Source: an optimization exercise on an open RTL-to-GDS flow (aim: small area and a short achievable clock period). Production flows keep margins and buffers that such runs may drop. At most, simulation tests tie the RTL to the original design; equivalence was not proved. No activity file was given, so power comes from the tool's default toggle rates.

## v6
// usb_device
module usb_device #(
   parameter int EP_DEPTH = 64             
) (
   input  logic              clk,
   input  logic              rst,
   input  logic              usb_reset,    
   input  logic              rx_valid,     
   input  logic              rx_active,    
   input  logic [7:0]        rx_data,
   output logic              tx_valid,     
   output logic [7:0]        tx_data,
   input  logic              tx_ready,
   input  logic              cfg_req,
   input  logic [1:0]        cfg_op,
   input  logic              cfg_ep,
   input  logic [6:0]        cfg_data,
   output logic              cfg_ack,
   input  logic              ep0_out_rd,
   output logic [7:0]        ep0_out_dout,
   output logic              ep0_out_empty,
   input  logic              ep0_in_wr,
   input  logic [7:0]        ep0_in_din,
   output logic              ep0_in_full,
   input  logic              ep1_in_wr,
   input  logic [7:0]        ep1_in_din,
   output logic              ep1_in_full
);
For scale: about 4200 cells after synthesis, roughly 1800 flip-flops.
==> flow/config.mk <==
export PLATFORM = sky130hd
export DESIGN_NAME = usb_device
export DESIGN_NICKNAME = usb_device
export VERILOG_FILES = /design/flow/design.v
export SDC_FILE = /design/flow/constraint.sdc
export NUM_CORES = 4
export LEC_CHECK = 0
export CAP_MARGIN = 20
export CORE_MARGIN = 2
export CORE_UTILIZATION = 40
export CTS_CLUSTER_DIAMETER = 120
export CTS_CLUSTER_SIZE = 30
export SETUP_SLACK_MARGIN = 2.0
export SLEW_MARGIN = 20
==> flow/constraint.sdc <==
create_clock -name core_clock -period 4.2 [get_ports {clk}]
set_input_delay 0.8400 -clock core_clock [delete_from_list [all_inputs] [get_ports {clk}]]
set_output_delay 0.8400 -clock core_clock [all_outputs]
set_load 0.01 [all_outputs]
run.sh (not shown) runs the stock make flow with config.mk's settings and CLKGATE_MAP_FILE= SYNTH_SCRIPT=/design/flow/synth_recipe.tcl, a recipe that flattens the netlist after the stock synthesis.
Modified inputs, v7 compared to v6
-- flow/design.v --
<<< v6, line 385
   assign rx_pid   = usb_pkg::pid_t'(rx.data[3:0]);
   assign rx_end   = !v && !a;
   assign crc_good = (crc == usb_pkg::CRC16_RESIDUAL);
   assign tok_pid  = (rx_pid == usb_pkg::OUT) || (rx_pid == usb_pkg::IN) ||
                     (rx_pid == usb_pkg::SETUP);
>>> v7, line 385
   assign rx_pid   = usb_pkg::pid_t'(rx.data[3:0]);
   assign rx_end   = !v && !a;
   assign tok_pid  = (rx_pid == usb_pkg::OUT) || (rx_pid == usb_pkg::IN) ||
                     (rx_pid == usb_pkg::SETUP);
<<< v6, line 463
                       (rx.data[2:0] == 3'd0);
      crc      <= crc_d;
      addr_match <= (tok_addr == dev_addr_next);
      stalled    <= stall_next[ep_sel] && (tok_pid_r != usb_pkg::SETUP);    
>>> v7, line 462
                       (rx.data[2:0] == 3'd0);
      crc      <= crc_d;
      crc_good <= (crc_d == usb_pkg::CRC16_RESIDUAL);
      addr_match <= (tok_addr == dev_addr_next);
      stalled    <= stall_next[ep_sel] && (tok_pid_r != usb_pkg::SETUP);    
## What came out
In terms of met2 layer usage reported by global route, v6 and v7 differ only marginally. Signed area change from the synthesized netlist to the final layout: v7 < v6. For post-synthesis sequential element count, v6 and v7 come out practically identical. Taking v6 as the reference, in v7 maximum number of pins on one net before global-route repair went up about 1.5%, number of placed cells counting well taps held. Status: post-synthesis adder-cell area fraction parity (v6, v7). Lower register fraction of the total cell area was reported by v6, not v7. A startpoint-to-endpoint class of the critical path of primary input to flop is what v7 shows, while flop to flop belongs to v6. Min top fanout value on the critical path across v6 and v7: v7.
Function was not checked in any run of this note: the RTL went through the layout flow alone.

--- another note on this design; it stands on its own ---

==> flow/design.v (excerpt) <==
module usb_device #(
   parameter int EP_DEPTH = 64             
) (
   input  logic              clk,
   input  logic              rst,
   input  logic              usb_reset,    
   input  logic              rx_valid,     
   input  logic              rx_active,    
   input  logic [7:0]        rx_data,
   output logic              tx_valid,     
   output logic [7:0]        tx_data,
   input  logic              tx_ready,
   input  logic              cfg_req,
   input  logic [1:0]        cfg_op,
   input  logic              cfg_ep,
   input  logic [6:0]        cfg_data,
   output logic              cfg_ack,
   input  logic              ep0_out_rd,
   output logic [7:0]        ep0_out_dout,
   output logic              ep0_out_empty,
   input  logic              ep0_in_wr,
   input  logic [7:0]        ep0_in_din,
   output logic              ep0_in_full,
   input  logic              ep1_in_wr,
   input  logic [7:0]        ep1_in_din,
   output logic              ep1_in_full
);
Size in the first run: about 4200 cells after synthesis, ~66000 um^2 of cells after synthesis.
Settings: LEC_CHECK=0, CAP_MARGIN=20, CELL_PAD_IN_SITES_GLOBAL_PLACEMENT=0, CORE_MARGIN=2, CORE_UTILIZATION=50, CTS_CLUSTER_DIAMETER=120, CTS_CLUSTER_SIZE=30, PLACE_DENSITY=0.65, SETUP_SLACK_MARGIN=2.0, SLEW_MARGIN=20; clock period 4.2 ns.
run.sh (not shown) runs the stock make flow with config.mk's settings and CLKGATE_MAP_FILE= SYNTH_SCRIPT=/design/flow/synth_recipe.tcl, a recipe that flattens the netlist after the stock synthesis.
The first run passed the timing, DRC and antenna checks.
Edit:
- CELL_PAD_IN_SITES_GLOBAL_PLACEMENT: 0 -> unset
- CORE_UTILIZATION: 50 -> 55
- PLACE_DENSITY: 0.65 -> 0.68
After rerunning:
- die area decreases by 9.0%
- setup slack gets worse by 0.086 ns
- first-iteration DRC count increases by about 2.1%
- clock skew decreases by 0.021 ns
- power decreases by about 0.6%
- non-clock buffer count increases by 28
- routed wire length increases by about 1.4%

static timing again, ports no longer ideal:
No port has a modelled driver above. Below, the same layouts with a new extraction and two added sets of constraints.
Step 1, drivers: a clkbuf_16 drives clk and a buf_2 each remaining input, both assumed.
Step 2 times the ports against the registers' clock, not the clock port: input delays grow and output delays shrink by t, the midpoint of the rising clock arrivals with the driver on.
Three values: ideal ports, drivers, drivers and shift; two values: the first two.
| run | t (ns) | setup slack, ns | worst register clock-pin slew, ns | worst data-port slew with drivers (ns) | pins driven straight from the clock port |
|---|---|---|---|---|---|
| v6 | 0.792 | 1.992 / 1.971 / 1.179 | 0.12 / 0.12 | 0.21 | 1 |
| v7 | 0.786 | 1.686 / 1.651 / 0.865 | 0.12 / 0.12 | 0.20 | 1 |
| the first run of note 2 | 0.778 | 1.995 / 1.964 / 1.254 | 0.12 / 0.12 | 0.15 | 1 |
| the second run of note 2 | 0.772 | 1.909 / 1.968 / 1.196 | 0.12 / 0.12 | 0.16 | 1 |
After both steps every run listed still meets setup and hold. The setup slack of v7, which loses most, moves by -0.035 ns with the drivers and by -0.821 ns with both steps.
